What follows belongs to an exercise in optimizing a design on an open flow for small area and a short achievable clock period; a production flow would make more cautious choices.
Function was checked by simulation only, so behaviour that the tests miss may differ from the original.
Power is estimated from default activity; no workload was simulated.

==> design.v <==
package cam_pixel_pkg;
   typedef struct packed {
      logic [8-1:0] b;
      logic [8-1:0] g;
      logic [8-1:0] r;
   } rgb_pixel_t;
   typedef struct packed {
      rgb_pixel_t p1;
      rgb_pixel_t p0;
   } pixel_pair_t;
   typedef struct packed {
      logic        vsync;
      logic        valid;
      pixel_pair_t pair;
   } cam_in_t;
endpackage
package cam_dma_pkg;
   localparam int unsigned BEAT_CNT_W = $clog2(16);
   localparam int unsigned DBG_CNT_W = 32;
   typedef logic [3*8-1:0] dma_pixel_t;
   typedef struct packed {
      dma_pixel_t p1;
      dma_pixel_t p0;
   } fifo_word_t;
   typedef struct packed {
      logic [7:0]                pad1;
      dma_pixel_t p1;
      logic [7:0]                pad0;
      dma_pixel_t p0;
   } dma_beat_t;
   typedef struct packed {
      logic fifo_empty;
      logic dma_write;
      logic dma_wready;
   } dma_status_t;
endpackage
`timescale 1ns/1ps
module cam_frame_packer (
   input  logic                    i_mipi_pclk,
   input  logic                    i_rst_n,
   input  cam_pixel_pkg::cam_in_t  i_cam,
   input  logic                    i_trigger_capture,
   input  logic                    i_continuous_capture,
   input  logic                    i_rgb_gray,
   output logic                    o_fifo_wr,
   output cam_dma_pkg::fifo_word_t o_fifo_wdata,
   output logic                    o_frame_start
);
   logic                      trig_r1;
   logic                      trig_r2;
   logic                      trig_r3;
   logic                      trig_rise;
   logic                      trig_hold;
   logic                      cont_r1;
   logic                      cont_r2;
   logic                      cont_hold;
   logic                      gray_r1;
   logic                      gray_sync;
   logic                      gray_q;
   logic                      vs_q;
   logic                      vs_fall;
   logic                      capture;
   logic [2*3*8-1:0] pix_q;
   logic [2*3*8-1:0] pix_out;
   logic [2*11-1:0]               ha_q;
   logic [2*11-1:0]               hb_q;
   logic [2*12-1:0]               hc_q;
   always_ff @(posedge i_mipi_pclk) begin
      if (!i_rst_n) begin
         trig_r1   <= 1'b0;
         trig_r2   <= 1'b0;
         trig_r3   <= 1'b0;
         cont_r1   <= 1'b0;
         cont_r2   <= 1'b0;
         gray_r1   <= 1'b0;
         gray_sync <= 1'b0;
         vs_q      <= 1'b0;
      end else begin
         trig_r1   <= i_trigger_capture;
         trig_r2   <= trig_r1;
         trig_r3   <= trig_r2;
         cont_r1   <= i_continuous_capture;
         cont_r2   <= cont_r1;
         gray_r1   <= i_rgb_gray;
         gray_sync <= gray_r1;
         vs_q      <= i_cam.vsync;
      end
   end
   assign trig_rise = trig_r2 & ~trig_r3;
   assign vs_fall   = vs_q & ~i_cam.vsync;
   always_ff @(posedge i_mipi_pclk) begin
      if (!i_rst_n) begin
         trig_hold <= 1'b0;
         cont_hold <= 1'b0;
         capture   <= 1'b0;
      end else begin
         if (trig_rise) begin
            trig_hold <= 1'b1;
         end else if (o_fifo_wr) begin
            trig_hold <= 1'b0;
         end
         if (cont_r2) begin
            cont_hold <= 1'b1;
         end
         if (vs_fall) begin
            capture <= trig_hold | cont_hold;
         end
      end
   end
   always_ff @(posedge i_mipi_pclk) begin
      if (!i_rst_n) begin
         o_fifo_wr     <= 1'b0;
         o_frame_start <= 1'b0;
      end else begin
         o_fifo_wr     <= capture & i_cam.valid;
         o_frame_start <= vs_fall;
      end
   end
   function automatic logic [31:0] csa(logic [15:0] a, logic [15:0] b, logic [15:0] c);
      logic [15:0] s;
      logic [15:0] k;
      s   = a ^ b ^ c;
      k   = (a & b) | (a & c) | (b & c);
      csa = {k[14:0], 1'b0, s};
   endfunction
   function automatic logic [15:0] add4(logic [15:0] a, logic [15:0] b, logic [15:0] c, logic [15:0] d);
      logic [31:0] c1;
      logic [31:0] c2;
      c1   = csa(a, b, c);
      c2   = csa(c1[15:0], c1[31:16], d);
      add4 = c2[15:0] + c2[31:16];
   endfunction
   always_ff @(posedge i_mipi_pclk) begin
      pix_q  <= i_cam.pair;
      gray_q <= gray_sync;
      for (int i = 0; i < 2; i++) begin
         logic [15:0] r;
         logic [15:0] g;
         logic [15:0] b;
         logic [15:0] t;
         r = 16'(i_cam.pair[i*24 +: 8]);
         g = 16'(i_cam.pair[i*24+8 +: 8]);
         b = 16'(i_cam.pair[i*24+16 +: 8]);
         t = add4(r, r << 2, g << 1, b);
         ha_q[i*11 +: 11] <= t[10:0];
         t = add4(r << 1, g, b, b << 1);
         hb_q[i*11 +: 11] <= t[10:0];
         t = add4(r << 2, g << 3, g, b);
         hc_q[i*12 +: 12] <= t[11:0];
      end
   end
   always_comb begin
      for (int i = 0; i < 2; i++) begin
         logic [31:0] c1;
         logic [15:0] sum;
         c1  = csa(16'(ha_q[i*11 +: 11]), {3'b0, hb_q[i*11 +: 11], 2'b0}, {hc_q[i*12 +: 12], 4'b0});
         sum = c1[15:0] + c1[31:16];
         pix_out[i*24 +: 24] = gray_q ? {sum[15:8], sum[15:8], sum[15:8]} : pix_q[i*24 +: 24];
      end
   end
   assign o_fifo_wdata = pix_out;
endmodule
`timescale 1ns/1ps
module cam_dma_fifo (
   input  logic                    i_mipi_pclk,
   input  logic                    i_rst_n,
   input  logic                    i_wr,
   input  cam_dma_pkg::fifo_word_t i_wdata,
   input  logic                    i_rd,
   output cam_dma_pkg::fifo_word_t o_rdata,
   output logic                    o_empty,
   output logic                    o_empty_nxt,
   output logic                    o_overflow
);
   localparam int unsigned DEPTH = 64;
   localparam int unsigned AW    = $clog2(64);
   localparam int unsigned DW    = 6*8;
   localparam int unsigned RA    = 7;
   localparam int unsigned RB    = 9;
   logic [DW-1:0]    mem [0:RA*RB-1];
   logic [DW-1:0]    stage;
   logic             stage_wr;
   logic [RA-1:0]    wa;
   logic [RB-1:0]    wb;
   logic [RA-1:0]    wsa;
   logic [RB-1:0]    wsb;
   logic [RA-1:0]    ra;
   logic [RB-1:0]    rb;
   logic [DW-1:0]    head;
   logic             to_head;
   logic             to_ring;
   logic [AW:0]      count;
   logic             full;
   logic             one;
   logic             two;
   logic             wr_en;
   logic [AW:0]      cnt_nr;
   logic [AW:0]      cnt_r;
   logic [DW-1:0]    mem_word;
   logic [DW-1:0]    nx_word;
   assign wr_en   = i_wr & ~full;
   assign o_rdata = head;
   assign to_head = wr_en & (o_empty | (one & i_rd));
   assign to_ring = wr_en & ~to_head;
   always_ff @(posedge i_mipi_pclk) begin
      stage <= i_wdata;
   end
   always_ff @(posedge i_mipi_pclk) begin
      for (int a = 0; a < RA; a++) begin
         for (int b = 0; b < RB; b++) begin
            if (wsa[a] && wsb[b]) begin
               mem[a*RB+b] <= stage;
            end
         end
      end
   end
   always_comb begin
      mem_word = '0;
      for (int a = 0; a < RA; a++) begin
         logic [DW-1:0] row;
         row = '0;
         for (int b = 0; b < RB; b++) begin
            row = row | ({DW{rb[b]}} & mem[a*RB+b]);
         end
         mem_word = mem_word | ({DW{ra[a]}} & row);
      end
   end
   assign nx_word = (two && stage_wr) ? stage : mem_word;
   always_ff @(posedge i_mipi_pclk) begin
      if (to_head) begin
         head <= i_wdata;
      end else if (i_rd) begin
         head <= nx_word;
      end
   end
   assign cnt_nr = wr_en ? count + 1'b1 : count;
   assign cnt_r  = wr_en ? count : count - 1'b1;
   assign o_empty_nxt = i_rd ? (cnt_r == '0) : (cnt_nr == '0);
   always_ff @(posedge i_mipi_pclk) begin
      if (!i_rst_n) begin
         stage_wr   <= 1'b0;
         wa         <= RA'(1);
         wb         <= RB'(1);
         wsa        <= '0;
         wsb        <= '0;
         ra         <= RA'(1);
         rb         <= RB'(1);
         count      <= '0;
         full       <= 1'b0;
         one        <= 1'b0;
         two        <= 1'b0;
         o_empty    <= 1'b1;
         o_overflow <= 1'b0;
      end else begin
         stage_wr <= to_ring;
         wsa      <= wa;
         wsb      <= to_ring ? wb : '0;
         if (to_ring) begin
            wb <= {wb[RB-2:0], wb[RB-1]};
            if (wb[RB-1]) begin
               wa <= {wa[RA-2:0], wa[RA-1]};
            end
         end
         if (i_rd && !one) begin
            rb <= {rb[RB-2:0], rb[RB-1]};
            if (rb[RB-1]) begin
               ra <= {ra[RA-2:0], ra[RA-1]};
            end
         end
         if (i_rd) begin
            count   <= cnt_r;
            full    <= (cnt_r == (AW+1)'(DEPTH));
            one     <= (cnt_r == (AW+1)'(1));
            two     <= (cnt_r == (AW+1)'(2));
            o_empty <= (cnt_r == '0);
         end else begin
            count   <= cnt_nr;
            full    <= (cnt_nr == (AW+1)'(DEPTH));
            one     <= (cnt_nr == (AW+1)'(1));
            two     <= (cnt_nr == (AW+1)'(2));
            o_empty <= (cnt_nr == '0);
         end
         if (i_wr && full) begin
            o_overflow <= 1'b1;
         end
      end
   end
endmodule
`timescale 1ns/1ps
module cam_dma_writer (
   input  logic                              i_mipi_pclk,
   input  logic                              i_rst_n,
   input  logic                              i_dma_init_done,
   input  logic                              i_dma_wready,
   input  cam_dma_pkg::fifo_word_t           i_fifo_rdata,
   input  logic                              i_fifo_empty,
   input  logic                              i_fifo_empty_nxt,
   input  logic                              i_fifo_wr,
   output logic                              o_fifo_rd,
   output logic                              o_dma_wvalid,
   output logic                              o_dma_wlast,
   output cam_dma_pkg::dma_beat_t            o_dma_wdata,
   output cam_dma_pkg::dma_status_t          o_status,
   output logic [cam_dma_pkg::DBG_CNT_W-1:0] o_wcount,
   output logic [cam_dma_pkg::DBG_CNT_W-1:0] o_rcount
);
   localparam int unsigned BEAT_CNT_W = cam_dma_pkg::BEAT_CNT_W;
   localparam logic [BEAT_CNT_W-1:0] LAST_BEAT = BEAT_CNT_W'(16 - 1);
   logic                  init_r1;
   logic                  init_r2;
   logic                  init_r3;
   logic                  init_rise;
   logic                  dma_write;
   logic                  dma_write_nxt;
   logic [BEAT_CNT_W-1:0] beat_cnt;
   logic [BEAT_CNT_W-1:0] beat_cnt_nxt;
   logic                  end_of_burst;
   logic                  arm;
   logic                  arm_last;
   logic                  beat;
   assign init_rise = init_r2 & ~init_r3;
   assign beat         = arm & i_dma_wready;
   assign o_fifo_rd    = beat;
   assign o_dma_wvalid = beat;
   assign o_dma_wlast  = arm_last & i_dma_wready;
   assign end_of_burst = (beat_cnt == LAST_BEAT);
   assign o_dma_wdata = {8'd0, i_fifo_rdata.p1, 8'd0, i_fifo_rdata.p0};
   assign o_status = {i_fifo_empty, dma_write, i_dma_wready};
   always_comb begin
      if (init_rise) begin
         dma_write_nxt = 1'b1;
      end else if (beat && end_of_burst) begin
         dma_write_nxt = 1'b0;
      end else begin
         dma_write_nxt = dma_write;
      end
   end
   assign beat_cnt_nxt = beat ? beat_cnt + 1'b1 : beat_cnt;
   always_ff @(posedge i_mipi_pclk) begin
      if (!i_rst_n) begin
         init_r1   <= 1'b0;
         init_r2   <= 1'b0;
         init_r3   <= 1'b0;
         dma_write <= 1'b0;
         beat_cnt  <= '0;
         arm       <= 1'b0;
         arm_last  <= 1'b0;
      end else begin
         init_r1   <= i_dma_init_done;
         init_r2   <= init_r1;
         init_r3   <= init_r2;
         dma_write <= dma_write_nxt;
         beat_cnt  <= beat_cnt_nxt;
         arm       <= dma_write_nxt & ~i_fifo_empty_nxt;
         arm_last  <= dma_write_nxt & ~i_fifo_empty_nxt & (beat_cnt_nxt == LAST_BEAT);
      end
   end
   always_ff @(posedge i_mipi_pclk) begin
      if (!i_rst_n) begin
         o_wcount <= '0;
         o_rcount <= '0;
      end else begin
         if (i_fifo_wr) begin
            o_wcount <= o_wcount + 1'b1;
         end
         if (beat) begin
            o_rcount <= o_rcount + 1'b1;
         end
      end
   end
endmodule
`timescale 1ns/1ps
module cam_capture_top (
   input  logic                              i_mipi_pclk,
   input  logic                              i_rst_n,
   input  cam_pixel_pkg::cam_in_t            i_cam,
   input  logic                              i_trigger_capture,
   input  logic                              i_continuous_capture,
   input  logic                              i_rgb_gray,
   input  logic                              i_dma_init_done,
   input  logic                              i_dma_wready,
   output logic                              o_dma_wvalid,
   output logic                              o_dma_wlast,
   output cam_dma_pkg::dma_beat_t            o_dma_wdata,
   output logic                              o_frame_start,
   output logic                              o_fifo_overflow,
   output logic [31:0]                       o_dma_status,
   output logic [cam_dma_pkg::DBG_CNT_W-1:0] o_dbg_wcount,
   output logic [cam_dma_pkg::DBG_CNT_W-1:0] o_dbg_rcount
);
   logic        fifo_wr;
   cam_dma_pkg::fifo_word_t  fifo_wdata;
   logic        fifo_rd;
   cam_dma_pkg::fifo_word_t  fifo_rdata;
   logic        fifo_empty;
   logic        fifo_empty_nxt;
   cam_dma_pkg::dma_status_t dma_status;
   assign o_dma_status = {29'd0, dma_status};
   cam_frame_packer u_packer (
      .i_mipi_pclk          (i_mipi_pclk),
      .i_rst_n              (i_rst_n),
      .i_cam                (i_cam),
      .i_trigger_capture    (i_trigger_capture),
      .i_continuous_capture (i_continuous_capture),
      .i_rgb_gray           (i_rgb_gray),
      .o_fifo_wr            (fifo_wr),
      .o_fifo_wdata         (fifo_wdata),
      .o_frame_start        (o_frame_start)
   );
   cam_dma_fifo u_fifo (
      .i_mipi_pclk (i_mipi_pclk),
      .i_rst_n     (i_rst_n),
      .i_wr        (fifo_wr),
      .i_wdata     (fifo_wdata),
      .i_rd        (fifo_rd),
      .o_rdata     (fifo_rdata),
      .o_empty     (fifo_empty),
      .o_empty_nxt (fifo_empty_nxt),
      .o_overflow  (o_fifo_overflow)
   );
   cam_dma_writer u_writer (
      .i_mipi_pclk     (i_mipi_pclk),
      .i_rst_n         (i_rst_n),
      .i_dma_init_done (i_dma_init_done),
      .i_dma_wready    (i_dma_wready),
      .i_fifo_rdata    (fifo_rdata),
      .i_fifo_empty    (fifo_empty),
      .i_fifo_empty_nxt(fifo_empty_nxt),
      .i_fifo_wr       (fifo_wr),
      .o_fifo_rd       (fifo_rd),
      .o_dma_wvalid    (o_dma_wvalid),
      .o_dma_wlast     (o_dma_wlast),
      .o_dma_wdata     (o_dma_wdata),
      .o_status        (dma_status),
      .o_wcount        (o_dbg_wcount),
      .o_rcount        (o_dbg_rcount)
   );
endmodule
==> run.sh <==
#!/bin/bash
# synth_recipe.tcl (not shown) runs the flow's synth.tcl, then flattens the netlist and writes it again
# the make line also repeats each setting of config.mk as NAME=value (left out here)
make -C /OpenROAD-flow-scripts/flow DESIGN_CONFIG=/design/flow/config.mk WORK_HOME=/design/flow/orfs CLKGATE_MAP_FILE= SYNTH_SCRIPT=/design/flow/synth_recipe.tcl finish
==> config.mk <==
export PLATFORM = sky130hd
export DESIGN_NAME = cam_capture_top
export DESIGN_NICKNAME = cam_capture_top
export VERILOG_FILES = /design/flow/design.v
export SDC_FILE = /design/flow/constraint.sdc
export NUM_CORES = 4
export LEC_CHECK = 0
export CAP_MARGIN = 20
export CORE_MARGIN = 2
export CORE_UTILIZATION = 45
export SETUP_SLACK_MARGIN = 3.0
export SLEW_MARGIN = 20
==> constraint.sdc <==
create_clock -name core_clock -period 5.8 [get_ports {i_mipi_pclk}]
set_input_delay 1.1600 -clock core_clock [delete_from_list [all_inputs] [get_ports {i_mipi_pclk}]]
set_output_delay 1.1600 -clock core_clock [all_outputs]
set_load 0.01 [all_outputs]
==> run notes, run 1 <==
Nets 7,616; Clock Latency Late Sink 0.91 ns; DR iter-0 viols 14,103; total power draw 57.35 mW; via count 75,660; endpoints failing setup 0; die area 281,400 sq um; Detailed Route WL 422.5 mm; Crit Reg-Reg Startpoint u_fifo.rb[2]; CTS buffer count 337; Worst setup EP type flip-flop; Non-Filler Instances 11,324; average cell area after synthesis 17.83 sq um; Worst VDD drop 0.3445 mV; distinct cell type count after synthesis 69; share of layout cells above drive strength 1 15.92%; Startpoint Class flip-flop; CP Cell Sequence buf_16, buf_12, buf_6, a22oi_1, nand3_1, a221oi_1, o22ai_1, nor4b_2, a311oi_2; worst reg2reg path endpoint u_fifo.head[6]; Setup Skew 0.07518 ns; GRT Resource Usage Total 29.27%; global placement routability congestion 0.8253; Tightest Pin Transition 1.186 ns; CTS H-tree depth 5; most frequent cells in the layout 3,072 x edfxtp_1, 373 x a22oi_1, 351 x clkbuf_16; P_leak 46.10 nW; DRT Pass-1 Iters 10; Fmax 322.1 MHz; RSZ-0062 raised after global routing true; grt met1 use 39.42%; Seq/Total Area, Yosys 78.89%; dpl hpwl 215.9 mm; kind of critical path reg -> reg; outcome complete, no violations; Multi-input gate area 25,790 sq um; Mapped Cells 6,996; worst path required time 6.38 ns; top_reg_cell synth edfxtp_1; Fin. Hold Viols 0; global routing's busiest layer met2; Final Util 52.35%; DR WL/cell 37.31 um; Critical-path top delay cell nor4b_2; clk buf depth 4; Hold Slack 0.3294 ns; Worst slew margin 20.94%; I/O pins 221; leading cell type in the layout, fill and taps excluded edfxtp_1; worst reg2reg setup slack 2.70 ns; met2 Usage GRT 45.84%; total area of sequential cells 98,510 sq um; Worst Reg-to-Reg Cells 9; hold_buf cts 0; Slew Limit Fails 0; Critical Path Source u_fifo.rb[2]; placed insts 10,624; FP Rows 193; vias per inst 6.681; Synth Register Bits 3,379; Die Wd 530.5 um; grt total ovfl 0; Hold WC Path Type reg -> reg; Worst Setup EP u_fifo.head[6]; antenna viol nets, final 0; area grow syn2layout 15.86%; EDFF count, synth 3,072; Max-Cap Viols 0; drc violations 0; CP max stage delay 0.53 ns; WP data arrival 3.69 ns; Initial Util 45.19%; clk root buf clkbuf_16; number of global-route vias before repair 72,709; fin crit share 53.52%; fillers 21,813; CTS tree yes; CTS Sinks 3,379; Clock Pin Slew Worst Setup and Hold Paths 0.06 ns; Pwr Density 396.9 nW/um^2; Synth warnings 4; setup tns final 0 ns; Cell Area, Synth 124,700 sq um; input/output buffers 175; met3 GRT Util 6.572%; Final min period 3.104 ns; largest net degree at the start of global routing 89; core area 276,000 sq um; initial antenna violation count 14; die height 530.5 um; global-route wire length before repair 575.4 mm; Async SR Flop Fraction 0%; Crit Path Max Fanout 36
-- worst min path at each step --
stage,slack [ns],to,from,cells after the start
after CTS,0.33,u_packer.gray_q,u_packer.gray_sync,0
after global routing,0.34,u_packer.gray_q,u_packer.gray_sync,0
after global placement,0.32,u_packer.gray_q,u_packer.gray_sync,0
after detailed placement,0.32,u_packer.gray_q,u_packer.gray_sync,0
final,0.33,u_packer.gray_q,u_packer.gray_sync,0
after floorplan,0.31,u_packer.gray_q,u_packer.gray_sync,0
-- repair_timing --
| item | CTS | global route |
|---|---|---|
| setup endpoints to repair | 300 | 95 |
| gates cloned | 3 | 1 |
| pin swaps | 102 | 98 |
| resized for setup | 665 | 144 |
| buffers inserted | 62 | 30 |
-- report_power, final --
| part | switching [mW] | leakage [nW] | total [mW] | internal (mW) |
|---|---|---|---|---|
| registers | 1.14 | 30.2 | 30.0 | 28.9 |
| clock network | 9.19 | 5.21 | 21.3 | 12.2 |
| logic | 3.61 | 10.7 | 6.01 | 2.40 |
| total | 13.9 | 46.1 | 57.4 | 43.4 |
-- worst max-delay path, delay by kind of cell, from the launching register on --
| kind | cells | cell delay, ns |
|---|---|---|
| AOI/OAI and AO/OA | 4 | 0.95 |
| and+or+nand+nor | 2 | 0.64 |
| DFF | 1 | 0.40 |
| buffers and inverters | 3 | 0.68 |
-- layer usage --
layer,vias up,share of wire (%)
li1,29989,-
met3,869,13
met5,-,0.011
met1,39163,37
met2,5631,46
met4,8,4.8
-- per-stage QoR --
stage	area, sq um	setup slack (ns)
global placement	131500	1.277
global route	144500	2.640
floorplan	125100	2.163
detailed placement	131500	1.303
CTS	143700	2.711
finish	144500	2.696
-- flip-flops by register name, summed over array words and instances (netlist names), 4 cells and up --
name,cells
u_writer.o_rcount,32
u_fifo.stage,48
u_fifo.mem,3024
u_fifo.wsa,7
u_fifo.wa,7
u_fifo.head,48
u_packer.pix_q,48
u_fifo.count,7
u_packer.hc_q,22
u_packer.ha_q,18
u_packer.hb_q,22
u_fifo.wb,9
u_fifo.ra,7
u_writer.beat_cnt,4
u_fifo.wsb,9
u_fifo.rb,9
u_writer.o_wcount,32
-- cells in the mapped netlist (all sizes together), types with 61 or more instances --
cell type  instances  area (sq um)
a21oi             94         470.5
a221oi           339          2969
a222oi           339          3393
a22o             303          2654
a22oi            373          2800
a31oi            295          1846
and2              99         619.4
buf              143         730.7
clkbuf           342          1284
dfxtp            307          6146
edfxtp          3072         92250
fa                92          1842
ha               111          1389
inv               88         330.3
nand2            154         578.1
nand3             88         440.4
nor2             130         488.0
nor4              61         387.9
o21ai             67         335.3
-- cell type report --
type                    count  area share, %
inverters                  90         0.2520
multi-input cells        3086          17.84
diodes                      1       0.001732
clock inverters           159         0.9204
repair inverters            1       0.003464
repair buffers            461          3.164
flip-flops and latches   3379          68.18
well taps                3705          3.208
clock buffers             442          6.429
-- logic make-up after synthesis --
group	count (synthesis)	share of synthesized area, %
multiplexers	18	0.1505
AND/OR/NAND/NOR	750	3.155
buffers and inverters	575	1.886
AO/OA/AOI/OAI	1962	12.57
XOR/XNOR	108	0.7584
other	1	0.003007
flip-flops	3379	78.89
adder cells (fa/ha/maj)	203	2.590
==> inputs of run 2 (changes only) <==
--- a/design.v
+++ b/design.v
@@ -45,4 +45,6 @@
    output logic                    o_fifo_wr,
    output cam_dma_pkg::fifo_word_t o_fifo_wdata,
+   output cam_dma_pkg::fifo_word_t o_fifo_ldata,
+   output logic                    o_fifo_gray,
    output logic                    o_frame_start
 );
@@ -62,8 +64,6 @@
    logic                      capture;
    logic [2*3*8-1:0] pix_q;
-   logic [2*3*8-1:0] pix_out;
-   logic [2*11-1:0]               ha_q;
-   logic [2*11-1:0]               hb_q;
-   logic [2*12-1:0]               hc_q;
+   logic [2*3*8-1:0] pix_gray;
+   logic [2*48-1:0]               luma_q;
    always_ff @(posedge i_mipi_pclk) begin
       if (!i_rst_n) begin
@@ -124,10 +124,25 @@
       csa = {k[14:0], 1'b0, s};
    endfunction
-   function automatic logic [15:0] add4(logic [15:0] a, logic [15:0] b, logic [15:0] c, logic [15:0] d);
-      logic [31:0] c1;
-      logic [31:0] c2;
-      c1   = csa(a, b, c);
-      c2   = csa(c1[15:0], c1[31:16], d);
-      add4 = c2[15:0] + c2[31:16];
+   function automatic logic [47:0] luma_rows(logic [7:0] r8, logic [7:0] g8, logic [7:0] b8);
+      logic [15:0] r;
+      logic [15:0] g;
+      logic [15:0] b;
+      logic [31:0] l1a, l1b, l1c, l1d;
+      logic [31:0] l2a, l2b;
+      logic [31:0] l3a, l3b;
+      logic [31:0] l4;
+      r = 16'(r8);
+      g = 16'(g8);
+      b = 16'(b8);
+      l1a = csa(r, b, g << 1);
+      l1b = csa(r << 2, g << 2, b << 2);
+      l1c = csa(r << 3, b << 3, g << 4);
+      l1d = csa(b << 4, r << 6, g << 7);
+      l2a = csa(l1a[15:0], l1a[31:16], l1b[15:0]);
+      l2b = csa(l1b[31:16], l1c[15:0], l1c[31:16]);
+      l3a = csa(l2a[15:0], l2a[31:16], l2b[15:0]);
+      l3b = csa(l2b[31:16], l1d[15:0], l1d[31:16]);
+      l4  = csa(l3a[15:0], l3a[31:16], l3b[15:0]);
+      luma_rows = {l3b[31:16], l4};
    endfunction
    always_ff @(posedge i_mipi_pclk) begin
@@ -135,29 +150,19 @@
       gray_q <= gray_sync;
       for (int i = 0; i < 2; i++) begin
-         logic [15:0] r;
-         logic [15:0] g;
-         logic [15:0] b;
-         logic [15:0] t;
-         r = 16'(i_cam.pair[i*24 +: 8]);
-         g = 16'(i_cam.pair[i*24+8 +: 8]);
-         b = 16'(i_cam.pair[i*24+16 +: 8]);
-         t = add4(r, r << 2, g << 1, b);
-         ha_q[i*11 +: 11] <= t[10:0];
-         t = add4(r << 1, g, b, b << 1);
-         hb_q[i*11 +: 11] <= t[10:0];
-         t = add4(r << 2, g << 3, g, b);
-         hc_q[i*12 +: 12] <= t[11:0];
+         luma_q[i*48 +: 48] <= luma_rows(i_cam.pair[i*24 +: 8], i_cam.pair[i*24+8 +: 8], i_cam.pair[i*24+16 +: 8]);
       end
    end
    always_comb begin
       for (int i = 0; i < 2; i++) begin
-         logic [31:0] c1;
+         logic [31:0] c;
          logic [15:0] sum;
-         c1  = csa(16'(ha_q[i*11 +: 11]), {3'b0, hb_q[i*11 +: 11], 2'b0}, {hc_q[i*12 +: 12], 4'b0});
-         sum = c1[15:0] + c1[31:16];
-         pix_out[i*24 +: 24] = gray_q ? {sum[15:8], sum[15:8], sum[15:8]} : pix_q[i*24 +: 24];
+         c   = csa(luma_q[i*48 +: 16], luma_q[i*48+16 +: 16], luma_q[i*48+32 +: 16]);
+         sum = c[15:0] + c[31:16];
+         pix_gray[i*24 +: 24] = {sum[15:8], sum[15:8], sum[15:8]};
       end
    end
-   assign o_fifo_wdata = pix_out;
+   assign o_fifo_wdata = pix_q;
+   assign o_fifo_ldata = pix_gray;
+   assign o_fifo_gray  = gray_q;
 endmodule
 `timescale 1ns/1ps
@@ -167,4 +172,6 @@
    input  logic                    i_wr,
    input  cam_dma_pkg::fifo_word_t i_wdata,
+   input  cam_dma_pkg::fifo_word_t i_ldata,
+   input  logic                    i_gray,
    input  logic                    i_rd,
    output cam_dma_pkg::fifo_word_t o_rdata,
@@ -204,5 +211,5 @@
    assign to_ring = wr_en & ~to_head;
    always_ff @(posedge i_mipi_pclk) begin
-      stage <= i_wdata;
+      stage <= i_gray ? i_ldata : i_wdata;
    end
    always_ff @(posedge i_mipi_pclk) begin
@@ -228,8 +235,6 @@
    assign nx_word = (two && stage_wr) ? stage : mem_word;
    always_ff @(posedge i_mipi_pclk) begin
-      if (to_head) begin
-         head <= i_wdata;
-      end else if (i_rd) begin
-         head <= nx_word;
+      if (to_head || i_rd) begin
+         head <= (to_head && i_gray) ? i_ldata : (to_head ? i_wdata : nx_word);
       end
    end
@@ -391,4 +396,6 @@
    logic        fifo_wr;
    cam_dma_pkg::fifo_word_t  fifo_wdata;
+   cam_dma_pkg::fifo_word_t  fifo_ldata;
+   logic        fifo_gray;
    logic        fifo_rd;
    cam_dma_pkg::fifo_word_t  fifo_rdata;
@@ -406,4 +413,6 @@
       .o_fifo_wr            (fifo_wr),
       .o_fifo_wdata         (fifo_wdata),
+      .o_fifo_ldata         (fifo_ldata),
+      .o_fifo_gray          (fifo_gray),
       .o_frame_start        (o_frame_start)
    );
@@ -413,4 +422,6 @@
       .i_wr        (fifo_wr),
       .i_wdata     (fifo_wdata),
+      .i_ldata     (fifo_ldata),
+      .i_gray      (fifo_gray),
       .i_rd        (fifo_rd),
       .o_rdata     (fifo_rdata),
--- a/config.mk
+++ b/config.mk
@@ -9,4 +9,6 @@
 export CORE_MARGIN = 2
 export CORE_UTILIZATION = 45
-export SETUP_SLACK_MARGIN = 3.0
+export CTS_CLUSTER_DIAMETER = 100
+export CTS_CLUSTER_SIZE = 30
+export SETUP_SLACK_MARGIN = 3.2
 export SLEW_MARGIN = 20
==> run notes, run 2 <==
CTS tree yes; Reg with most FFs u_fifo.mem; kind of critical path reg -> reg; average cell area after synthesis 18.12 sq um; most frequent cell after synthesis edfxtp_1; die area 279,300 sq um; Non-Filler Instances 10,823; largest cells by area after synthesis edfxtp_1 75%, dfxtp_1 5.0%, a222oi_1 2.8%, a22o_1 2.4%, a221oi_1 2.3%; distinct cell type count after synthesis 73; max FFs per register 3,024; vias per inst 6.961; WP data arrival 3.69 ns; Fin. Hold Viols 0; global-route wire length before repair 585.8 mm; leading cell type in the layout, fill and taps excluded edfxtp_1; via count 75,340; dpl cell area 130,500 sq um; RSZ-0062 raised after global routing true; Async SR Flop Fraction 0%; P_int 34.35 mW; placed insts 10,363; Seq/Total Area, Yosys 79.49%; clk buf depth 4; Synth area leader edfxtp_1; Worst Reg-to-Reg Cells 8; P_leak 43.80 nW; number of global-route vias before repair 70,113; post-route cell area 139,600 sq um; Clock Pin Slew Worst Setup and Hold Paths 0.12 ns; outcome complete, no violations; Final min period 3.054 ns; Critical Path Source u_fifo.rb[0]; Clk pwr share 26.8%; clk root buf clkbuf_16; Cell Area, Synth 123,800 sq um; net switching power 10.75 mW; Worst slew margin 18.60%; Clock Latency Late Sink 0.88 ns; dpl hpwl 216.3 mm; largest registers u_fifo.mem x3024, u_packer.luma_q x62; Detailed Route WL 440.4 mm; Hold WC Path Type reg -> reg; Setup Skew 0.07104 ns; setup tns final 0 ns; endpoints failing setup 0; Nets 7,408; CTS buffer count 141; Initial Util 45.24%; initial antenna violation count 25; worst setup margin 2.746 ns; share of layout cells above drive strength 1 17.49%; FP Rows 192; Worst VDD drop 0.2755 mV; Synth warnings 4; Max-Cap Viols 0; drc violations 0; die height 528.5 um; Synth Register Bits 3,379; global placement routability congestion 0.8460; synth cell count leaders 3,072 x edfxtp_1, 350 x a222oi_1, 346 x a22oi_1, 335 x a22o_1, 332 x a221oi_1; fillers 21,811; Tightest Pin Transition 1.221 ns; worst path required time 6.44 ns; antenna viol nets, final 0; largest net degree at the start of global routing 83; worst reg2reg setup slack 2.75 ns; core area 273,600 sq um; Worst setup EP type flip-flop; Fmax 327.4 MHz; fin crit share 52.66%; Pwr Density 323.2 nW/um^2; input/output buffers 175; DRT Pass-1 Iters 8; top_reg_cell synth edfxtp_1; grt total ovfl 0; worst reg2reg path endpoint u_fifo.head[38]; Slew Limit Fails 0; DR WL/cell 40.69 um; most frequent cells in the layout 3,072 x edfxtp_1, 350 x a222oi_1, 342 x a22oi_1; Net Sw Frac 23.84%; I/O pins 221; Crit Reg-Reg Startpoint u_fifo.rb[0]; Post-Place Worst Slack 1.659 ns; Startpoint Class flip-flop; Crit Path Max Fanout 33; CTS Sinks 3,379; GRT Resource Usage Total 30.38%; Worst Setup EP u_fifo.head[38]; area grow syn2layout 12.74%; EDFF count, synth 3,072; DR iter-0 viols 15,790; CTS H-tree depth 4; Mapped Cells 6,832; share of the synthesized area in the top cell type 74.52%; Die Wd 528.5 um; Logic pwr share 8.6%; worst hold path startpoint u_packer.gray_sync; Sequential Power Share 64.6%
## run 2: changes by cell type after synthesis, moves of 32 or more
cell and change:
buf_2 +108, a31oi_1 -47, o21ai_0 +32, ha_1 -60, nand2_1 -46, a22o_1 +32, nand3_1 +35, clkbuf_1 -107
fa_1 +34, inv_1 +67
## run 2: cell type report
type	count	area (sq um)	area share [%]
flip-flops and latches	3379	98660	70.70
multi-input cells	2863	24770	17.75
repair buffers	633	7025	5.034
well taps	3589	4491	3.218
clock buffers	171	3705	2.655
inverters	156	661.9	0.4743
clock inverters	13	195.2	0.1399
diodes	19	47.55	0.03407
## run 2: repair_timing
item	in CTS	in global routing
pin swaps	157	146
buffers inserted	162	50
hold buffers	0	0
setup endpoints to repair	281	153
cloned	34	11
resized for setup	1177	171
## run 2: worst max-delay path: stages, from the launching register on
cell and delay (ns):
dfxtp_4 0.43, buf_4 0.16, buf_12 0.17, a22o_1 0.24, a221oi_1 0.26, a31oi_2 0.24
nor4_4 0.64, a21oi_1 0.27, a221o_1 0.31
## run 2: how the worst min path moves through the flow
stage | endpoint | cells past startpoint
after CTS | u_packer.gray_q | 0
after floorplan | u_packer.gray_q | 0
after global placement | u_packer.gray_q | 0
after detailed placement | u_packer.gray_q | 0
final | u_packer.gray_q | 0
after global routing | u_packer.gray_q | 0
## run 2: per-layer routing
layer | vias to the layer above | part of all wire (%) | wire, um | track usage, %
met5 | - | 0.030 | 132 | 0
met4 | 16 | 5.7 | 25230 | 14.83
met3 | 1056 | 13 | 59120 | 6.759
met2 | 6284 | 45 | 199900 | 46.72
met1 | 39015 | 35 | 156000 | 41.01
li1 | 28969 | - | - | -
## run 2: through the flow
| stage | total power, mW | util [%] | hold WS [ns] |
|---|---|---|---|
| 2_1_floorplan | 31.34 | - | 0.3096 |
| 3_3_place_gp | 32.64 | 47.67 | 0.3130 |
| 3_5_place_dp | 32.76 | 47.68 | 0.3232 |
| 4_1_cts | 44.65 | 50.46 | 0.3408 |
| 5_1_grt | 46.22 | 50.99 | 0.3478 |
| 6_report | 45.10 | 51.00 | 0.3319 |
## run 2: cell families (layout without fill, tap and decap cells)
logic type                 after synthesis  in the layout  share of synthesized area, %
DFF                                   3379           3379                         79.49
buffers and inverters                  638            973                         2.204
and+or+nand+nor                        643            647                         2.708
adders and majority gates              177            177                         2.553
AOI/OAI and AO/OA                     1907           1907                         12.41
muxes                                   12             12                        0.1011
other                                    1             64                      0.003029
xor gates and xnor gates                75             75                        0.5307
## run 2: power groups by stage
stage | registers [mW] | clock network [mW] | logic [mW]
after floorplan | 29.7 | 0 | 1.60
after global placement | 29.6 | 0 | 3.04
after detailed placement | 29.7 | 0 | 3.11
after CTS | 29.1 | 12.0 | 3.53
after global routing | 29.2 | 12.8 | 4.23
final | 29.1 | 12.1 | 3.90
==> inputs of run 3 (changes only) <==
--- a/design.v
+++ b/design.v
@@ -146,4 +146,21 @@
       luma_rows = {l3b[31:16], l4};
    endfunction
+   function automatic logic [15:0] add16(logic [15:0] x, logic [15:0] y);
+      logic [15:0] p;
+      logic [15:0] g;
+      logic [15:0] pp;
+      logic [15:0] gg;
+      p = x ^ y;
+      g = x & y;
+      for (int d = 1; d < 16; d = d * 2) begin
+         pp = p;
+         gg = g;
+         for (int k = d; k < 16; k++) begin
+            g[k] = gg[k] | (pp[k] & gg[k-d]);
+            p[k] = pp[k] & pp[k-d];
+         end
+      end
+      add16 = (x ^ y) ^ {g[14:0], 1'b0};
+   endfunction
    always_ff @(posedge i_mipi_pclk) begin
       pix_q  <= i_cam.pair;
@@ -158,5 +175,5 @@
          logic [15:0] sum;
          c   = csa(luma_q[i*48 +: 16], luma_q[i*48+16 +: 16], luma_q[i*48+32 +: 16]);
-         sum = c[15:0] + c[31:16];
+         sum = add16(c[15:0], c[31:16]);
          pix_gray[i*24 +: 24] = {sum[15:8], sum[15:8], sum[15:8]};
       end
==> run notes, run 3 <==
Nets 7,523; hold_buf cts 0; endpoints failing setup 0; dpl hpwl 203.5 mm; share of layout cells above drive strength 1 18.33%; grt total ovfl 0; Mapped Cells 6,897; Worst VDD drop 0.2686 mV; largest cells by area after synthesis edfxtp_1 74%, dfxtp_1 4.9%, a222oi_1 3.0%, a22oi_1 2.7%, a22o_1 2.5%; Worst Path Buf+Inv 1; FP Rows 193; antenna viol nets, final 0; global placement routability congestion 0.8436; Synth warnings 4; distinct cell type count after synthesis 70; CTS tree yes; leading cell type in the layout, fill and taps excluded edfxtp_1; largest net degree at the start of global routing 81; Worst setup EP type primary output; DRT Pass-1 Iters 10; Async SR Flop Fraction 0%; via count 75,614; RSZ-0062 raised after global routing true; CTS buffer count 145; synth cell count leaders 3,072 x edfxtp_1, 451 x a22oi_1, 375 x nand3_1, 372 x a222oi_1, 352 x a22o_1; largest registers u_fifo.mem x3024, u_packer.luma_q x62; dpl cell area 130,700 sq um; CTS Sinks 3,379; clk buf depth 4; I/O pins 221; area grow syn2layout 13.98%; fillers 22,036; total power draw 46.38 mW; kind of critical path reg -> out; P_leak 45.36 nW; fin crit share 51.16%; CP Cell Sequence buf_2; Critical-path top delay cell edfxtp_1; most frequent cell after synthesis edfxtp_1; WP data arrival 1.81 ns; Fin. Hold Viols 0; max FFs per register 3,024; CTS H-tree depth 4; Reg with most FFs u_fifo.mem; Detailed Route WL 449.4 mm; EDFF count, synth 3,072; Clock Pin Slew Worst Setup and Hold Paths 0.11 ns; Setup Skew 0.06731 ns; post-route cell area 141,800 sq um; Hold WC Path Type reg -> reg; top_reg_cell synth edfxtp_1; input/output buffers 175; DR iter-0 viols 16,442; Seq/Total Area, Yosys 79.07%; share of the synthesized area in the top cell type 74.13%; Clock Latency Late Sink 0.92 ns; Synth area leader edfxtp_1; clk root buf clkbuf_16; Tightest Pin Transition 1.228 ns; Crit Path Max Fanout 1; Max-Cap Viols 0; Hold Slack 0.3331 ns; initial antenna violation count 15; CP max stage delay 0.70 ns; Die Wd 529.9 um; core area 275,800 sq um; vias per inst 6.831; outcome complete, no violations; most frequent cells in the layout 3,072 x edfxtp_1, 433 x a22oi_1, 372 x a222oi_1; Pwr Density 327.0 nW/um^2; global-route wire length before repair 592.8 mm; number of global-route vias before repair 70,246; GRT Resource Usage Total 30.63%; Startpoint Class flip-flop; drc violations 0; worst path required time 4.64 ns; Final min period 2.967 ns; setup tns final 0 ns; Initial Util 45.12%; Slew Limit Fails 0; die height 529.9 um; Largest delay share family, worst path flip-flops; average cell area after synthesis 18.04 sq um; die area 280,800 sq um; Fmax 337.0 MHz; Synth Register Bits 3,379; DR WL/cell 40.60 um; Worst slew margin 18.10%; Cell Area, Synth 124,400 sq um
-- run 3: power by group --
group / total [mW] / switching (mW) / internal (mW) / leakage [nW]
Combinational: 4.86 / 3.00 / 1.86 / 13.1
Sequential: 29.0 / 0.793 / 28.2 / 30.2
Clock: 12.5 / 7.58 / 4.92 / 2.03
-- run 3: layout make-up --
| type | instances | area, sq um | share of cell area (%) |
|---|---|---|---|
| Multi-Input combinational cell | 2933 | 25400 | 17.91 |
| Sequential cell | 3379 | 98670 | 69.57 |
| Inverter | 144 | 585.6 | 0.4129 |
| Timing Repair inverter | 1 | 8.758 | 0.006175 |
| Antenna cell | 10 | 25.02 | 0.01764 |
| Tap cell | 3705 | 4636 | 3.268 |
| Clock buffer | 191 | 3908 | 2.755 |
| Timing Repair Buffer | 685 | 8298 | 5.851 |
| Clock inverter | 21 | 294.0 | 0.2073 |
-- run 3: kinds of logic after synthesis --
logic type	Yosys count	share of synthesized area, %
other cells	1	0.003014
fa+ha+maj	177	2.540
buf+inv	632	2.221
xor+xnor	74	0.5208
mux	11	0.09150
flops	3379	79.07
simple gates	893	3.896
compound gates	1730	11.66
-- run 3: final timing paths --
check        cells past startpoint                from  slack, ns              end
max                              1     u_fifo.head[25]       2.83  o_dma_wdata[33]
min                              0  u_packer.gray_sync       0.33  u_packer.gray_q
max reg2reg                      9        u_fifo.rb[0]       2.92  u_fifo.head[32]
min reg2reg                      0  u_packer.gray_sync       0.33  u_packer.gray_q
-- run 3: timing repair --
item | CTS | global route
gates resized for setup | 1134 | 305
gates cloned | 51 | 21
setup endpoints to repair | 307 | 138
buffers inserted | 183 | 96
pin swaps | 145 | 219
-- run 3: through the flow --
| stage | utilization [%] | std cells | setup WS (ns) |
|---|---|---|---|
| detailed placement | 47.39 | 10495 | 1.561 |
| CTS | 50.45 | 10941 | 2.861 |
| finish | 51.43 | 11069 | 2.833 |
| floorplan | - | 6941 | 2.457 |
| global placement | 47.38 | 10495 | 1.588 |
| global route | 51.43 | 11064 | 2.794 |
-- run 3: per-layer routing --
metal / track usage, % / wire length (um)
met1: 41.70 / 159400
met3: 7.476 / 65440
met5: 0 / 186
met2: 47.01 / 200200
met4: 13.22 / 24220
==> inputs of run 4 (changes only) <==
--- a/design.v
+++ b/design.v
@@ -251,8 +251,15 @@
    end
    assign nx_word = (two && stage_wr) ? stage : mem_word;
+   logic sel_l;
+   logic sel_w;
+   logic sel_n;
+   logic sel_h;
+   assign sel_l = to_head & i_gray;
+   assign sel_w = to_head & ~i_gray;
+   assign sel_n = ~to_head & i_rd;
+   assign sel_h = ~to_head & ~i_rd;
    always_ff @(posedge i_mipi_pclk) begin
-      if (to_head || i_rd) begin
-         head <= (to_head && i_gray) ? i_ldata : (to_head ? i_wdata : nx_word);
-      end
+      head <= ({DW{sel_l}} & i_ldata) | ({DW{sel_w}} & i_wdata)
+            | ({DW{sel_n}} & nx_word) | ({DW{sel_h}} & head);
    end
    assign cnt_nr = wr_en ? count + 1'b1 : count;
--- a/config.mk
+++ b/config.mk
@@ -9,6 +9,7 @@
 export CORE_MARGIN = 2
 export CORE_UTILIZATION = 45
-export CTS_CLUSTER_DIAMETER = 100
+export CTS_CLUSTER_DIAMETER = 70
 export CTS_CLUSTER_SIZE = 30
 export SETUP_SLACK_MARGIN = 3.2
 export SLEW_MARGIN = 20
+export TNS_END_PERCENT = 5
==> run notes, run 4 <==
P_leak 43.32 nW; Startpoint Class flip-flop; CTS tree yes; global placement routability congestion 0.8365; worst hold path startpoint u_packer.gray_sync; core area 273,400 sq um; kind of critical path reg -> reg; worst setup margin 2.983 ns; number of global-route vias before repair 69,880; drc violations 0; DR WL/cell 40.34 um; Fmax 355.0 MHz; largest registers u_fifo.mem x3024, u_packer.luma_q x62; die area 278,700 sq um; vias per inst 6.930; Detailed Route WL 435.8 mm; top_reg_cell synth edfxtp_1; FP Rows 192; Synth warnings 4; Setup Skew 0.06214 ns; Seq/Total Area, Yosys 79.27%; Synth Register Bits 3,379; distinct cell type count after synthesis 70; Crit Path Max Fanout 9; Reg with most FFs u_fifo.mem; Nets 7,329; CTS Sinks 3,379; Worst slew margin 19.26%; Slew Limit Fails 0; Fin. Hold Viols 0; input/output buffers 175; hold path cells 0; outcome complete, no violations; Final min period 2.817 ns; largest net degree at the start of global routing 88; hold_buf cts 0; Synth area leader edfxtp_1; EDFF count, synth 3,024; Top Layer Used met5; Async SR Flop Fraction 0%; CTS H-tree depth 4; most frequent cells in the layout 3,024 x edfxtp_1, 345 x a22oi_1, 342 x a22o_1; worst path required time 6.57 ns; Worst VDD drop 0.3689 mV; average cell area after synthesis 17.99 sq um; Die Wd 527.9 um; worst reg2reg path endpoint u_fifo.head[16]; Pwr Density 342.9 nW/um^2; Mapped Cells 6,867; Hold EP u_packer.gray_q; share of layout cells above drive strength 1 14.76%; WP data arrival 3.59 ns; DR iter-0 viols 16,470; Hold WC Path Type reg -> reg; Tightest Pin Transition 1.211 ns; Clock Latency Late Sink 0.90 ns; via count 74,868; initial antenna violation count 28; Crit Reg-Reg Startpoint u_fifo.rb[5]; die height 527.9 um; setup tns final 0 ns; Worst setup EP type flip-flop; synth cell count leaders 3,024 x edfxtp_1, 355 x dfxtp_1, 349 x a31oi_1, 345 x a22oi_1, 342 x a22o_1; RSZ-0062 raised after global routing true; antenna viol nets, final 0; global-route wire length before repair 580.1 mm; worst reg2reg setup slack 2.98 ns; most frequent cell after synthesis edfxtp_1; CTS buffer count 150; GRT Resource Usage Total 29.87%; Initial Util 45.18%; clk root buf clkbuf_16; grt total ovfl 0; endpoints failing setup 0; Worst Reg-to-Reg Cells 9; WL met1 158.0 mm; fin crit share 48.56%; DRT Pass-1 Iters 10; I/O pins 221; dpl hpwl 221.9 mm; largest cells by area after synthesis edfxtp_1 74%, dfxtp_1 5.8%, a222oi_1 2.7%, a22o_1 2.4%, a221oi_1 2.4%; Post-Place Worst Slack 1.401 ns; area grow syn2layout 12.46%; Cell Area, Synth 123,500 sq um; leading cell type in the layout, fill and taps excluded edfxtp_1; Clock Pin Slew Worst Setup and Hold Paths 0.11 ns; Max-Cap Viols 0; routed length on met2 193.9 mm; metal3 WL 63.57 mm; clk buf depth 3; share of the synthesized area in the top cell type 73.52%; max FFs per register 3,024
## run 4: cells by family after synthesis
group / count (synthesis) / synth area share, %
other cells: 1 / 0.003036
simple gates: 565 / 2.441
xor+xnor: 77 / 0.5460
compound gates: 2007 / 12.93
buf+inv: 654 / 2.191
flops: 3379 / 79.27
fa+ha+maj: 177 / 2.559
mux: 7 / 0.05673
## run 4: metrics by stage
stage	total power, mW	hold slack (ns)	util [%]	instance area, sq um	cells
CTS	47.26	0.3355	50.32	137600	10748
finish	47.63	0.3351	50.81	138900	10803
global route	48.85	0.3476	50.80	138900	10795
floorplan	31.86	0.3096	-	123700	6911
global placement	33.74	0.3155	47.66	130300	10401
detailed placement	33.92	0.3160	47.68	130400	10404
## run 4: per-layer routing
layer / vias to the layer above / track usage [%]
li1: 28920 / -
met1: 38738 / 41.15
met2: 6237 / 45.57
met3: 956 / 7.900
met4: 17 / 11.25
met5: - / 0.08658
## run 4: worst max-delay path, cell delays in order, from the launching register on
cell,delay (ns)
dfxtp_4,0.45
buf_6,0.16
buf_12,0.16
clkbuf_16,0.21
a22o_1,0.21
a221oi_1,0.28
a31oi_1,0.15
nor4_2,0.58
a21oi_2,0.13
a311o_1,0.34
## run 4: where the power goes
group	total (mW)	switching (mW)	leakage (nW)	internal, mW
clock network	13.5	7.92	2.44	5.55
logic	4.68	3.06	10.7	1.62
registers	29.5	0.996	30.2	28.5
## run 4: layout make-up
type / count / area (sq um)
clock inverter: 81 / 870.8
fill: 21789 / 134500
timing repair buffer: 522 / 5984
clock buffer: 180 / 4140
multi-input combinational: 2879 / 24590
antenna: 10 / 25.02
tap: 3589 / 4491
sequential: 3379 / 98180
inverter: 163 / 628.1
## run 4: how the worst max path moves through the flow
stage | slack [ns] | from | cells after the start | to
after CTS | 3.05 | i_dma_wready | 5 | o_dma_wvalid
after global placement | 1.38 | i_dma_wready | 5 | o_dma_wvalid
after global routing | 2.96 | u_fifo.rb[5] | 7 | u_fifo.head[30]
after floorplan | 2.46 | i_cam[2] | 8 | u_packer.luma_q[4]
after detailed placement | 1.40 | i_dma_wready | 5 | o_dma_wvalid
final | 2.98 | u_fifo.rb[5] | 9 | u_fifo.head[16]
## run 4: timing repair
action                     CTS  global route
setup endpoints to repair  248           226
resized for setup          665           184
pin swaps                   59            96
hold endpoints to repair     0             0
cloned                      17            19
buffers inserted            66            25
==> inputs of run 5 (changes only) <==
--- a/config.mk
+++ b/config.mk
@@ -13,3 +13,3 @@
 export SETUP_SLACK_MARGIN = 3.2
 export SLEW_MARGIN = 20
-export TNS_END_PERCENT = 5
+export TNS_END_PERCENT = 0
==> run notes, run 5 <==
hold_buf cts 0; dpl cell area 130,400 sq um; post-route cell area 138,100 sq um; Synth area leader edfxtp_1; Crit Reg-Reg Startpoint u_fifo.rb[2]; most frequent cell after synthesis edfxtp_1; worst path required time 6.59 ns; Seq/Total Area, Yosys 79.27%; Startpoint Class flip-flop; worst hold path startpoint u_packer.gray_sync; Hold EP u_packer.gray_q; CP Cell Sequence buf_12, buf_12, buf_4, clkbuf_16, a22o_1, a221oi_1, a31oi_1, nor4_2, nand2_1, a221o_1; I/O pins 221; Clock Latency Late Sink 0.91 ns; Pwr Density 343.1 nW/um^2; Die Wd 527.9 um; RSZ-0062 raised after global routing true; Worst VDD drop 0.3735 mV; drc violations 0; FP Rows 192; DR WL/cell 39.83 um; hold path cells 0; kind of critical path reg -> reg; CTS tree yes; fillers 21,868; global-route wire length before repair 575.8 mm; distinct cell type count after synthesis 70; Mapped Cells 6,867; Detailed Route WL 429.4 mm; most used cell, CP buf_12; Slew Limit Fails 0; area grow syn2layout 11.79%; P_leak 43.05 nW; antenna viol nets, final 0; Worst Path Buf+Inv 4; EDFF count, synth 3,024; Worst slew margin 17.56%; Fin. Hold Viols 0; Final Util 50.51%; Fmax 353.4 MHz; share of layout cells above drive strength 1 14.13%; grt total ovfl 0; Setup Skew 0.06862 ns; max FFs per register 3,024; Final min period 2.830 ns; Max-Cap Viols 0; synth cell count leaders 3,024 x edfxtp_1, 355 x dfxtp_1, 349 x a31oi_1, 345 x a22oi_1, 342 x a22o_1; largest net degree at the start of global routing 88; worst setup margin 2.970 ns; DR iter-0 viols 15,715; global placement routability congestion 0.8365; worst reg2reg path endpoint u_fifo.head[17]; fin crit share 48.79%; Worst Reg-to-Reg Cells 10; GRT Resource Usage Total 29.61%; die area 278,700 sq um; input/output buffers 175; Hold WC Path Type reg -> reg; Nets 7,306; Cell Area, Synth 123,500 sq um; core area 273,400 sq um; Async SR Flop Fraction 0%; Clock Pin Slew Worst Setup and Hold Paths 0.11 ns; outcome complete, no violations; Post-Place Worst Slack 1.401 ns; Levels on crit path 10; largest cells by area after synthesis edfxtp_1 74%, dfxtp_1 5.8%, a222oi_1 2.7%, a22o_1 2.4%, a221oi_1 2.4%; CP max stage delay 0.46 ns; initial antenna violation count 21; DRT Pass-1 Iters 10; Tightest Pin Transition 1.237 ns; WP data arrival 3.62 ns; most frequent cells in the layout 3,024 x edfxtp_1, 345 x a22oi_1, 342 x a22o_1; Initial Util 45.18%; share of the synthesized area in the top cell type 73.52%; Reg with most FFs u_fifo.mem; Largest delay share family, worst path compound AO/OA/AOI/OAI gates; clk root buf clkbuf_16; dpl hpwl 221.9 mm; CTS Sinks 3,379; vias per inst 6.904; worst reg2reg setup slack 2.97 ns; largest registers u_fifo.mem x3024, u_packer.luma_q x62; total power draw 47.38 mW; CTS H-tree depth 4; Crit Path Max Fanout 10; number of global-route vias before repair 70,003; endpoints failing setup 0; die height 527.9 um; leading cell type in the layout, fill and taps excluded edfxtp_1; clk buf depth 3; average cell area after synthesis 17.99 sq um; Worst setup EP type flip-flop; Synth Register Bits 3,379; CTS buffer count 150; Critical-path top delay cell nor4_2; Synth warnings 4; top_reg_cell synth edfxtp_1; via count 74,433; setup tns final 0 ns
-- run 5: cell type report --
cell class	count	area, sq um	share of cell area [%]
flip-flops and latches	3379	98180	71.10
multi-input cells	2879	24440	17.70
repair buffers	499	5305	3.842
well taps	3589	4491	3.252
clock buffers	180	4140	2.998
clock inverters	81	870.8	0.6306
inverters	163	624.3	0.4521
diodes	11	27.53	0.01993
-- run 5: worst reg2reg max path: stages, from the launching register on --
cell       delay, ns
dfxtp_4         0.40
buf_12          0.17
buf_12          0.17
buf_4           0.18
clkbuf_16       0.22
a22o_1          0.23
a221oi_1        0.30
a31oi_1         0.16
nor4_2          0.46
nand2_1         0.18
a221o_1         0.31
-- run 5: metal layers --
metal / routed length (um) / share of wire, % / up-vias / track usage (%)
li1: - / - / 28881 / -
met1: 156800 / 37 / 38548 / 40.73
met2: 192300 / 45 / 6123 / 45.35
met3: 61310 / 14 / 871 / 7.877
met4: 18970 / 4.4 / 10 / 10.81
met5: 67 / 0.016 / - / 0.08658
-- run 5: worst max-delay path by stage --
stage,startpoint,to
after floorplan,i_cam[2],u_packer.luma_q[4]
after global placement,i_dma_wready,o_dma_wvalid
after detailed placement,i_dma_wready,o_dma_wvalid
after CTS,i_dma_wready,o_dma_wvalid
after global routing,u_fifo.rb[5],u_fifo.head[46]
final,u_fifo.rb[2],u_fifo.head[17]
-- run 5: per-stage QoR --
| step | std cells | hold slack (ns) |
|---|---|---|
| after floorplan | 6911 | 0.3096 |
| after global placement | 10401 | 0.3155 |
| after detailed placement | 10404 | 0.3160 |
| after CTS | 10727 | 0.3355 |
| after global routing | 10771 | 0.3476 |
| final | 10781 | 0.3347 |
-- run 5: where the power goes --
group          switching [mW]  internal [mW]  leakage, nW  total [mW]
logic                    2.95           1.49         10.4        4.44
clock network            7.90           5.55         2.44        13.5
registers                1.01           28.5         30.2        29.5
-- run 5: kinds of logic after synthesis --
kind of cell | count (synthesis) | share of synthesized area, %
AOI/OAI and AO/OA | 2007 | 12.93
adders and majority gates | 177 | 2.559
buffers and inverters | 654 | 2.191
other | 1 | 0.003036
DFF | 3379 | 79.27
and+or+nand+nor | 565 | 2.441
muxes | 7 | 0.05673
xor gates and xnor gates | 77 | 0.5460
-- run 5: repair_timing --
| item | 4_1_cts | 5_1_grt |
|---|---|---|
| pin swaps | 44 | 72 |
| gates cloned | 9 | 12 |
| endpoints found under the setup margin | 248 | 226 |
| setup buffers | 53 | 31 |
| gates resized for setup | 626 | 176 |
==> inputs of run 6 (changes only) <==
--- a/config.mk
+++ b/config.mk
@@ -6,5 +6,5 @@
 export NUM_CORES = 4
 export LEC_CHECK = 0
-export CAP_MARGIN = 20
+export CAP_MARGIN = 10
 export CORE_MARGIN = 2
 export CORE_UTILIZATION = 45
@@ -12,4 +12,4 @@
 export CTS_CLUSTER_SIZE = 30
 export SETUP_SLACK_MARGIN = 3.2
-export SLEW_MARGIN = 20
+export SLEW_MARGIN = 10
 export TNS_END_PERCENT = 0
==> run notes, run 6 <==
outcome complete, no violations; Worst slew margin 10.26%; P_leak 42.94 nW; initial antenna violation count 22; fillers 21,982; post-synthesis compound-gate area fraction 12.93%; hold_buf cts 0; Synth warnings 4; Worst setup EP type flip-flop; Max-Cap Viols 0; clk buf depth 3; routed length on met2 190.7 mm; global placement routability congestion 0.8365; GRT Resource Usage Total 29.57%; WL met1 157.4 mm; Startpoint Class flip-flop; placed insts 10,401; metal3 WL 58.97 mm; fin crit share 50.42%; Async SR Flop Fraction 0%; WP data arrival 3.72 ns; via count 74,313; Fin. Hold Viols 0; vias per inst 6.904; DR WL/cell 39.60 um; setup tns final 0 ns; largest registers u_fifo.mem x3024, u_packer.luma_q x62; max FFs per register 3,024; Pwr Density 347.6 nW/um^2; Seq/Total Area, Yosys 79.27%; total power draw 47.85 mW; Initial Util 45.18%; Critical-path top delay cell nor4_2; Non-Filler Instances 10,763; CTS Sinks 3,379; leading cell type in the layout, fill and taps excluded edfxtp_1; Final Util 50.35%; Reg with most FFs u_fifo.mem; Multi-input gate area 24,230 sq um; Worst Path Buf+Inv 1; input/output buffers 175; Largest delay share family, worst path compound AO/OA/AOI/OAI gates; distinct cell type count after synthesis 70; die height 527.9 um; DR iter-0 viols 15,409; core area 273,400 sq um; Synth area leader edfxtp_1; Setup Skew 0.05685 ns; RSZ-0062 raised after global routing true; top_reg_cell synth edfxtp_1; DRT Pass-1 Iters 8; worst path required time 6.60 ns; CP Cell Sequence buf_12, a222oi_1, a31oi_1, nor4_2, a21oi_1, a311o_1; Clock Latency Late Sink 0.91 ns; I/O pins 221; CTS H-tree depth 4; number of global-route vias before repair 70,082; share of layout cells above drive strength 1 13.80%; global-route wire length before repair 575.6 mm; most frequent cells in the layout 3,024 x edfxtp_1, 345 x a22oi_1, 342 x a22o_1; total area of sequential cells 98,120 sq um; Post-Place Worst Slack 1.394 ns; Detailed Route WL 426.2 mm; drc violations 0; Die Wd 527.9 um; Clock Pin Slew Worst Setup and Hold Paths 0.11 ns; Final min period 2.924 ns; CP max stage delay 0.58 ns; CTS tree yes; endpoints failing setup 0; Cell Area, Synth 123,500 sq um; Hold Slack 0.3351 ns; Hold WC Path Type reg -> reg; synth cell count leaders 3,024 x edfxtp_1, 355 x dfxtp_1, 349 x a31oi_1, 345 x a22oi_1, 342 x a22o_1; share of the synthesized area in the top cell type 73.52%; die area 278,700 sq um; Worst VDD drop 0.3626 mV; post-synthesis mux area share 0.05672%; most frequent cell after synthesis edfxtp_1; Adder-Cell Fraction of Synth Area 2.559%; largest net degree at the start of global routing 88; largest cells by area after synthesis edfxtp_1 74%, dfxtp_1 5.8%, a222oi_1 2.7%, a22o_1 2.4%, a221oi_1 2.4%; kind of critical path reg -> reg; area grow syn2layout 11.44%; Mapped Cells 6,867; antenna viol nets, final 0; Tightest Pin Transition 1.346 ns; main combinational cell family by area after synthesis compound AO/OA/AOI/OAI gates; dpl hpwl 221.3 mm; Nets 7,284; dpl cell area 130,300 sq um; grt total ovfl 0; Fmax 342.0 MHz; CTS buffer count 155; Crit Path Max Fanout 85; Synth Area in XOR/XNOR 0.5460%; Synth Register Bits 3,379; EDFF count, synth 3,024; Post-Synth Simple-Gate Area 2.441%; average cell area after synthesis 17.99 sq um; FP Rows 192; Top Layer Used met5; worst setup margin 2.876 ns; clk root buf clkbuf_16; post-route cell area 137,700 sq um; Slew Limit Fails 0
run 6: report_power, final:
part / internal, mW / leakage [nW] / switching, mW
Combinational: 1.45 / 10.2 / 2.94
Clock: 5.79 / 2.59 / 8.17
Sequential: 28.5 / 30.2 / 1.01
run 6: layer usage:
layer | vias up | GRT usage (%)
met5 | - | 0.08658
met4 | 22 | 11.29
met3 | 913 | 7.790
met2 | 6020 | 45.29
met1 | 38540 | 40.53
li1 | 28818 | -
run 6: final timing paths:
| kind | from | endpoint | slack, ns | cells after the start |
|---|---|---|---|---|
| max | u_fifo.rb[5] | u_fifo.head[8] | 2.88 | 6 |
| min | u_packer.gray_sync | u_packer.gray_q | 0.34 | 0 |
| min reg2reg | u_packer.gray_sync | u_packer.gray_q | 0.34 | 0 |
| max reg2reg | u_fifo.rb[5] | u_fifo.head[8] | 2.88 | 6 |
run 6: cell families after synthesis:
| group | count (synthesis) |
|---|---|
| buffers and inverters | 654 |
| AND/OR/NAND/NOR | 565 |
| adder cells (fa/ha/maj) | 177 |
| flip-flops | 3379 |
| multiplexers | 7 |
| other | 1 |
| XOR/XNOR | 77 |
| AO/OA/AOI/OAI | 2007 |
run 6: area by class of cell:
cell class                 count  share of cell area, %
tap                         3589                  3.262
clock buffer                 177                  2.978
clock inverter                98                 0.9090
antenna                        6                0.01091
inverter                     163                 0.4536
sequential                  3379                  71.28
multi-input combinational   2879                  17.60
timing repair buffer         472                  3.506
run 6: timing repair:
item	CTS	global route
pin swaps	23	52
setup buffers	46	21
setup endpoints to repair	249	229
gates cloned	7	7
gates resized for setup	522	187
==> inputs of run 7 (changes only) <==
--- a/config.mk
+++ b/config.mk
@@ -6,10 +6,10 @@
 export NUM_CORES = 4
 export LEC_CHECK = 0
-export CAP_MARGIN = 10
+export CAP_MARGIN = 20
 export CORE_MARGIN = 2
-export CORE_UTILIZATION = 45
+export CORE_UTILIZATION = 50
 export CTS_CLUSTER_DIAMETER = 70
 export CTS_CLUSTER_SIZE = 30
 export SETUP_SLACK_MARGIN = 3.2
-export SLEW_MARGIN = 10
+export SLEW_MARGIN = 20
 export TNS_END_PERCENT = 0
==> run notes, run 7 <==
Non-Filler Instances 10,412; hold path cells 0; Worst setup EP type flip-flop; antenna viol nets, final 0; die height 501.0 um; Pwr Density 347.6 nW/um^2; Final min period 2.855 ns; placed insts 10,026; max FFs per register 3,024; Worst VDD drop 0.2909 mV; die area 251,000 sq um; Synth area leader edfxtp_1; initial antenna violation count 19; Worst Reg-to-Reg Cells 8; Nets 7,292; Crit Path Max Fanout 74; FP Rows 182; Die Wd 501.0 um; dpl hpwl 221.1 mm; CTS H-tree depth 4; DR WL/cell 41.25 um; Detailed Route WL 429.5 mm; core area 245,700 sq um; worst path required time 6.56 ns; Fmax 350.2 MHz; Clock Latency Late Sink 0.89 ns; Initial Util 50.27%; Reg with most FFs u_fifo.mem; global-route wire length before repair 579.1 mm; global placement routability congestion 0.8446; dpl cell area 129,900 sq um; CTS Sinks 3,379; endpoints failing setup 0; setup tns final 0 ns; average cell area after synthesis 17.99 sq um; post-route cell area 137,900 sq um; largest net degree at the start of global routing 95; hold_buf cts 0; I/O pins 221; vias per inst 7.178; CTS tree yes; Fin. Hold Viols 0; synth cell count leaders 3,024 x edfxtp_1, 355 x dfxtp_1, 349 x a31oi_1, 345 x a22oi_1, 342 x a22o_1; most frequent cell after synthesis edfxtp_1; Synth warnings 4; EDFF count, synth 3,024; DR iter-0 viols 16,253; outcome complete, no violations; area grow syn2layout 11.68%; share of the synthesized area in the top cell type 73.52%; Async SR Flop Fraction 0%; clk root buf clkbuf_16; Tightest Pin Transition 1.202 ns; Slew Limit Fails 0; Clock Pin Slew Worst Setup and Hold Paths 0.10 ns; Max-Cap Viols 0; via count 74,742; Mapped Cells 6,867; grt total ovfl 0; Setup Skew 0.07291 ns; P_leak 43.19 nW; drc violations 0; clk buf depth 3; CTS buffer count 159; leading cell type in the layout, fill and taps excluded edfxtp_1; DRT Pass-1 Iters 9; fin crit share 49.23%; largest registers u_fifo.mem x3024, u_packer.luma_q x62; distinct cell type count after synthesis 70; Synth Register Bits 3,379; RSZ-0062 raised after global routing true; GRT Resource Usage Total 33.39%; most frequent cells in the layout 3,024 x edfxtp_1, 343 x a22oi_1, 341 x a22o_1; Seq/Total Area, Yosys 79.27%; WP data arrival 3.62 ns; kind of critical path reg -> reg; Cell Area, Synth 123,500 sq um; number of global-route vias before repair 69,957; share of layout cells above drive strength 1 13.90%; top_reg_cell synth edfxtp_1; Hold WC Path Type reg -> reg; input/output buffers 175; largest cells by area after synthesis edfxtp_1 74%, dfxtp_1 5.8%, a222oi_1 2.7%, a22o_1 2.4%, a221oi_1 2.4%; Worst slew margin 19.84%; Startpoint Class flip-flop
## run 7: power breakdown
group          leakage [nW]  switching [mW]  internal [mW]  total (mW)
logic                  10.4            2.81           1.46        4.27
clock network          2.66            8.26           5.85        14.1
registers              30.2            1.10           28.5        29.6
## run 7: cell type report
| type | count | area (sq um) |
|---|---|---|
| Inverter | 163 | 638.1 |
| Clock inverter | 107 | 1311 |
| Tap cell | 3220 | 4029 |
| Antenna cell | 10 | 25.02 |
| Timing Repair Buffer | 476 | 5170 |
| Sequential cell | 3379 | 98180 |
| Fill cell | 18649 | 107800 |
| Multi-Input combinational cell | 2879 | 24420 |
| Clock buffer | 178 | 4167 |
## run 7: cell families after synthesis
family | count (synthesis) | share of synthesized area [%]
AO/OA/AOI/OAI | 2007 | 12.93
adder cells (fa/ha/maj) | 177 | 2.559
XOR/XNOR | 77 | 0.5460
other | 1 | 0.003036
AND/OR/NAND/NOR | 565 | 2.441
flip-flops | 3379 | 79.27
multiplexers | 7 | 0.05673
buffers and inverters | 654 | 2.191
## run 7: path summary, 6_finish.rpt
| path | start | slack, ns | end |
|---|---|---|---|
| hold / removal | u_packer.gray_sync | 0.34 | u_packer.gray_q |
| setup reg to reg | u_fifo.rb[3] | 2.94 | u_fifo.head[23] |
| hold reg to reg | u_packer.gray_sync | 0.34 | u_packer.gray_q |
| setup / recovery | u_fifo.rb[3] | 2.94 | u_fifo.head[23] |
## run 7: what timing repair did
| item | in CTS | in global routing |
|---|---|---|
| pin swaps | 47 | 42 |
| endpoints found under the setup margin | 236 | 279 |
| buffers inserted | 56 | 17 |
| resized for setup | 584 | 105 |
| cloned | 12 | 6 |
## run 7: worst max-delay path, cell delays in order (launching register included)
cell	delay [ns]
dfxtp_4	0.40
buf_8	0.17
buf_12	0.19
a22o_1	0.33
a221oi_1	0.22
a31oi_1	0.19
nor4_4	0.70
a21o_1	0.24
o211ai_1	0.09
## run 7: per-layer routing
layer | vias to the layer above | wire length [um] | GRT usage (%)
met4 | 2 | 17620 | 11.92
met2 | 6136 | 191400 | 50.09
li1 | 28886 | - | -
met3 | 824 | 60760 | 8.498
met5 | - | 13 | 0
met1 | 38894 | 159700 | 47.55
## run 7: stage by stage
stage / total power [mW] / worst slack (ns) / utilization [%] / hold WS [ns]
floorplan: 31.86 / 2.456 / - / 0.3096
global placement: 33.72 / 1.651 / 52.84 / 0.3234
detailed placement: 33.89 / 1.708 / 52.86 / 0.3265
CTS: 47.69 / 3.035 / 55.88 / 0.3443
global route: 49.24 / 2.975 / 56.13 / 0.3454
finish: 47.96 / 2.945 / 56.14 / 0.3423

## what the ideal ports hide
Ports are ideal in the flow. The routed layouts listed here were re-timed in OpenROAD.
Step 1, drivers: a clkbuf_16 drives i_mipi_pclk and a buf_2 each remaining input, both assumed.
Step 2 adds t to the input delays and takes it off the output delays; t is the mean of the earliest and latest rising clock arrival at the registers after step 1. Input paths then give back, and output paths get back, about the clock's delay inside the block.
Slacks: ideal / step 1 / step 2; pairs: ideal / step 1.
run	shift t [ns]	setup WS [ns]	worst setup path at the end	worst register clock-pin slew, ns
run 1	0.979	2.696 / 2.696 / 1.824	input to register	0.07 / 0.07
run 2	0.957	2.746 / 2.746 / 2.168	input to register	0.12 / 0.12
run 3	0.976	2.833 / 2.737 / 2.223	input to register	0.12 / 0.12
run 4	0.968	2.983 / 2.978 / 2.140	input to register	0.12 / 0.12
run 5	0.971	2.970 / 2.956 / 2.129	input to register	0.12 / 0.12
run 6	0.985	2.876 / 2.876 / 2.152	input to register	0.12 / 0.12
run 7	0.966	2.945 / 2.935 / 2.153	input to register	0.12 / 0.12
After both steps setup and hold are still met in every run listed. The setup slack of run 1, which loses most, moves by 0.000 ns with the drivers and by -0.872 ns with both steps.
